This is an optimization exercise on Yosys and OpenROAD, whose aim is small area and a short achievable clock period, not a production implementation. In this exercise RTL edits were held to simulation tests only and were not proved equivalent to the original. Power figures rest on the tool's default switching activity, not on a simulated workload.

==> run a <==
## mem_writeback_buffer
module mem_writeback_buffer #(
  parameter int ADDR_W = 9,
  parameter int DATA_W = 32,
  parameter int DEPTH  = 8
) (
  input  logic                     clk,
  input  logic                     rst_n,
  input  logic [3:0]               wr_valid,
  input  logic [ADDR_W-1:0]        wr_addr0,
  input  logic [ADDR_W-1:0]        wr_addr1,
  input  logic [ADDR_W-1:0]        wr_addr2,
  input  logic [ADDR_W-1:0]        wr_addr3,
  input  logic [DATA_W-1:0]        wr_data0,
  input  logic [DATA_W-1:0]        wr_data1,
  input  logic [DATA_W-1:0]        wr_data2,
  input  logic [DATA_W-1:0]        wr_data3,
  output logic                     wb_stall,
  input  logic                     mem_ready,
  output logic                     mem_we,
  output logic [ADDR_W-1:0]        mem_addr,
  output logic [DATA_W-1:0]        mem_data,
  input  logic [ADDR_W-1:0]        rd_addr1,
  input  logic [ADDR_W-1:0]        rd_addr2,
  output logic                     fwd_hit1,
  output logic [DATA_W-1:0]        fwd_data1,
  output logic                     fwd_hit2,
  output logic [DATA_W-1:0]        fwd_data2,
  output logic [$clog2(DEPTH):0]   occupancy,
  output logic                     overflow
);
export LEC_CHECK = 0
export CAP_MARGIN = 20
export CORE_MARGIN = 2
export CORE_UTILIZATION = 50
export SETUP_SLACK_MARGIN = 2.75
export SLEW_MARGIN = 20
create_clock -name core_clock -period 7.5 [get_ports {clk}]
standard.sh (not shown) runs the stock make flow with config.mk's settings and CLKGATE_MAP_FILE= SYNTH_SCRIPT=/design/flow/synth_recipe.tcl, a recipe that flattens the netlist after the stock synthesis.
==> flow/flow/run.sh <==
#!/bin/bash
# The standard layout (standard.sh) with these changes:
#  - synthesis maps logic with flow/map.abc (see flow/synth_wrap.tcl);
#  - port buffers are the smallest plain buffer (buf_1) rather than the delay
#    buffer OpenROAD would pick; timing repair may still resize them;
#  - the clock tree uses clkbuf_8 with larger sink clusters and no dummy loads.
# Each tool's output goes to the ORFS logs under orfs/logs; make's own output
# goes to standard.log here.
set -euo pipefail
HERE=$(cd "$(dirname "$0")" && pwd)
WORK=$(pwd)
export MY_ABC_SCRIPT=$HERE/map.abc
export FLOW_SYNTH_TCL=$WORK/synth_recipe.tcl
export BUFFER_PORTS_ARGS="-buffer_cell sky130_fd_sc_hd__buf_1"
export CTS_ARGS="-sink_clustering_enable -repair_clock_nets -dont_use_dummy_load -buf_list sky130_fd_sc_hd__clkbuf_8 -sink_clustering_size 12 -sink_clustering_max_diameter 60"
sed "s|SYNTH_SCRIPT=[^ ]*|SYNTH_SCRIPT=$HERE/synth_wrap.tcl|" standard.sh > my_standard.sh
grep -q "SYNTH_SCRIPT=$HERE/synth_wrap.tcl" my_standard.sh
bash my_standard.sh > standard.log 2>&1
==> flow/flow/map.abc <==
&get -n
&nf -a
&put
==> flow/flow/synth_wrap.tcl <==
# The standard flow's synthesis script, with ABC's cell mapping run from flow/map.abc
# (area-oriented &nf on the design as written, with no restructuring) instead of
# ORFS's speed script. Registers are untouched:
# abc runs without -dff, so every flip-flop keeps its name and cell type.
proc abc {args} {
  set i [lsearch $args -script]
  lset args [expr {$i + 1}] $::env(MY_ABC_SCRIPT)
  yosys abc {*}$args
}
source $::env(FLOW_SYNTH_TCL)
==> inputs of run b, as changes to run a <==
==> flow/design.v (replaced) <==
module mem_writeback_buffer #(
  parameter int ADDR_W = 9,
  parameter int DATA_W = 32,
  parameter int DEPTH  = 8
) (
  input  logic                     clk,
  input  logic                     rst_n,
  input  logic [3:0]               wr_valid,
  input  logic [ADDR_W-1:0]        wr_addr0,
  input  logic [ADDR_W-1:0]        wr_addr1,
  input  logic [ADDR_W-1:0]        wr_addr2,
  input  logic [ADDR_W-1:0]        wr_addr3,
  input  logic [DATA_W-1:0]        wr_data0,
  input  logic [DATA_W-1:0]        wr_data1,
  input  logic [DATA_W-1:0]        wr_data2,
  input  logic [DATA_W-1:0]        wr_data3,
  output logic                     wb_stall,
  input  logic                     mem_ready,
  output logic                     mem_we,
  output logic [ADDR_W-1:0]        mem_addr,
  output logic [DATA_W-1:0]        mem_data,
  input  logic [ADDR_W-1:0]        rd_addr1,
  input  logic [ADDR_W-1:0]        rd_addr2,
  output logic                     fwd_hit1,
  output logic [DATA_W-1:0]        fwd_data1,
  output logic                     fwd_hit2,
  output logic [DATA_W-1:0]        fwd_data2,
  output logic [$clog2(DEPTH):0]   occupancy,
  output logic                     overflow
);
  localparam int ENT_W = ADDR_W + DATA_W;
  logic [2:0] rd_ptr_q, wr_ptr_q;
  logic [3:0] count_q;
  logic       overflow_q;
  logic [7:0][ENT_W-1:0] ent_q;    
  logic [3:0][ENT_W-1:0] src;
  assign src[0] = {wr_addr0, wr_data0};
  assign src[1] = {wr_addr1, wr_data1};
  assign src[2] = {wr_addr2, wr_data2};
  assign src[3] = {wr_addr3, wr_data3};
  logic [3:0] v;
  assign v = wr_valid;
  logic nonempty;
  assign nonempty = |count_q;
  assign wb_stall = count_q[3] | (count_q[2] & (count_q[1] | count_q[0]));
  logic acc, pop;
  assign acc = ~wb_stall;
  assign pop = nonempty & mem_ready;
  logic [7:0] rd_oh;
  logic [3:0] wp_oh;
  always_comb begin
    for (int k = 0; k < 8; k++) rd_oh[k] = (rd_ptr_q == 3'(k));
    for (int k = 0; k < 4; k++) wp_oh[k] = (wr_ptr_q[1:0] == 2'(k));
  end
  logic [7:0] cnt_gt;
  always_comb
    case (count_q)
      4'd0:    cnt_gt = 8'b0000_0000;
      4'd1:    cnt_gt = 8'b0000_0001;
      4'd2:    cnt_gt = 8'b0000_0011;
      4'd3:    cnt_gt = 8'b0000_0111;
      4'd4:    cnt_gt = 8'b0000_1111;
      4'd5:    cnt_gt = 8'b0001_1111;
      4'd6:    cnt_gt = 8'b0011_1111;
      4'd7:    cnt_gt = 8'b0111_1111;
      default: cnt_gt = 8'b1111_1111;
    endcase
  logic [3:0][3:0] pos_oh;
  always_comb begin
    pos_oh[0] = 4'b0001;
    pos_oh[1] = v[0] ? 4'b0010 : 4'b0001;
    case (v[1:0])
      2'b00:          pos_oh[2] = 4'b0001;
      2'b01, 2'b10:   pos_oh[2] = 4'b0010;
      default:        pos_oh[2] = 4'b0100;
    endcase
    case (v[2:0])
      3'b000:                         pos_oh[3] = 4'b0001;
      3'b001, 3'b010, 3'b100:         pos_oh[3] = 4'b0010;
      3'b011, 3'b101, 3'b110:         pos_oh[3] = 4'b0100;
      default:                        pos_oh[3] = 4'b1000;
    endcase
  end
  logic [3:0] nv_ge;
  assign nv_ge[0] = |v;
  assign nv_ge[1] = (v[0] & (v[1] | v[2] | v[3])) | (v[1] & (v[2] | v[3])) | (v[2] & v[3]);
  assign nv_ge[2] = (v[0] & v[1] & (v[2] | v[3])) | (v[2] & v[3] & (v[0] | v[1]));
  assign nv_ge[3] = &v;
  logic [3:0][ENT_W-1:0] bank_d;
  logic [3:0]            bank_we;
  logic [3:0]            bank_row;
  always_comb begin
    for (int b = 0; b < 4; b++) begin
      bank_we[b]  = 1'b0;
      bank_row[b] = 1'b0;
      bank_d[b]   = '0;
      for (int k = 0; k < 4; k++) begin
        if (wp_oh[(b - k) & 3]) begin
          bank_we[b]  = acc & nv_ge[k];
          bank_row[b] = wr_ptr_q[2] ^ (((b - k) & 3) + k > 3);
        end
      end
      for (int s = 0; s < 4; s++) begin
        logic sel;
        sel = 1'b0;
        for (int k = 0; k < 4; k++) sel = sel | (wp_oh[(b - k) & 3] & pos_oh[s][k]);
        if (v[s] & sel) bank_d[b] = bank_d[b] | src[s];
      end
    end
  end
  always_ff @(posedge clk) begin
    for (int b = 0; b < 4; b++) begin
      if (bank_we[b] & ~bank_row[b]) ent_q[b]     <= bank_d[b];
      if (bank_we[b] &  bank_row[b]) ent_q[b + 4] <= bank_d[b];
    end
  end
  logic [2:0] n_enq;
  always_comb begin
    n_enq = 3'd0;
    if (acc) begin
      if (nv_ge[3])      n_enq = 3'd4;
      else if (nv_ge[2]) n_enq = 3'd3;
      else if (nv_ge[1]) n_enq = 3'd2;
      else if (nv_ge[0]) n_enq = 3'd1;
    end
  end
  always_ff @(posedge clk or negedge rst_n) begin
    if (!rst_n) begin
      rd_ptr_q   <= '0;
      wr_ptr_q   <= '0;
      count_q    <= '0;
      overflow_q <= 1'b0;
    end else begin
      rd_ptr_q   <= rd_ptr_q + 3'(pop);
      wr_ptr_q   <= wr_ptr_q + n_enq;
      count_q    <= count_q + 4'(n_enq) - 4'(pop);
      overflow_q <= overflow_q | (wb_stall & (|v));
    end
  end
  logic [7:0]      live;
  logic [7:0][7:0] younger;
  always_comb
    for (int i = 0; i < 8; i++) begin
      live[i] = 1'b0;
      for (int k = 0; k < 8; k++)
        live[i] = live[i] | (rd_oh[k] & cnt_gt[(i - k) & 7]);
      for (int j = 0; j < 8; j++) begin
        younger[i][j] = 1'b0;
        for (int k = 0; k < 8; k++)
          if (((j - k) & 7) > ((i - k) & 7)) younger[i][j] = younger[i][j] | rd_oh[k];
      end
    end
  always_comb begin
    logic [ENT_W-1:0] h;
    h = '0;
    for (int i = 0; i < 8; i++)
      if (rd_oh[i] & nonempty) h = h | ent_q[i];
    mem_addr = h[ENT_W-1:DATA_W];
    mem_data = h[DATA_W-1:0];
  end
  assign mem_we    = nonempty;
  assign occupancy = count_q;
  assign overflow  = overflow_q;
  function automatic logic [DATA_W:0] lookup(input logic [ADDR_W-1:0] a,
                                             input logic [7:0][ENT_W-1:0] e,
                                             input logic [7:0] lv,
                                             input logic [7:0][7:0] yg);
    logic [7:0] m;
    logic [DATA_W-1:0] d;
    d = '0;
    for (int i = 0; i < 8; i++) m[i] = lv[i] & (e[i][ENT_W-1:DATA_W] == a);
    for (int i = 0; i < 8; i++)
      if (m[i] & ~(|(m & yg[i]))) d = d | e[i][DATA_W-1:0];
    lookup = {(|m), d};
  endfunction
  assign {fwd_hit1, fwd_data1} = lookup(rd_addr1, ent_q, live, younger);
  assign {fwd_hit2, fwd_data2} = lookup(rd_addr2, ent_q, live, younger);
endmodule
==> flow/flow/run.sh (replaced) <==
#!/bin/bash
set -o pipefail
export BUFFER_PORTS_ARGS="-buffer_cell sky130_fd_sc_hd__buf_1"
bash standard.sh > standard.log 2>&1
- CORE_UTILIZATION: 50 -> 40
- SETUP_SLACK_MARGIN: 2.75 -> not set
removed: flow/flow/map.abc
removed: flow/flow/synth_wrap.tcl
==> summary.txt <==
Run a completed without violations. Run b ran to the end with no violations.
In run b the core utilization is lower than in run a, by 12 points.
Synthesized area: run b is larger than run a (2.4%).
Against run a, the clock skew of run b is lower by 57 ps.
Against run b, the clock-buffer cell count of run a is lower by 7.
Critical path depth: run b is higher than run a (4).
In run b the synthesized cell count is higher than in run a, by about 28%.
Combinational power: run b is higher than run a (about 1%).

afterwards: timing with drivers on the ports:
How much do the figures lean on ideal ports? The routed layouts below were timed once more, with nothing changed but the port constraints. Step 1 (the two cells are an assumption about what drives the block):
set clk [get_ports {clk}]
set_driving_cell -lib_cell sky130_fd_sc_hd__clkbuf_16 $clk
set_driving_cell -lib_cell sky130_fd_sc_hd__buf_2 [delete_from_list [all_inputs] $clk]
Step 2 adds t to the input delays and takes it off the output delays; t is the mean of the earliest and latest rising clock arrival at the registers after step 1. Input paths then give back, and output paths get back, about the clock's delay inside the block. Three values: no drivers, after step 1, after step 2; two values: the first two.
| run | t (ns) | slack for setup (ns) | worst setup path at the end | pins driven straight from the clock port |
|---|---|---|---|---|
| run a | 0.668 | 2.766 / 2.649 / 2.291 | input to register | 1 |
| run b | 0.637 | 0.384 / 0.344 / 0.344 | input to output | 1 |
After both steps every run listed still meets setup and hold. The setup slack of run a, which loses most, moves by -0.117 ns with the drivers and by -0.475 ns with both steps.
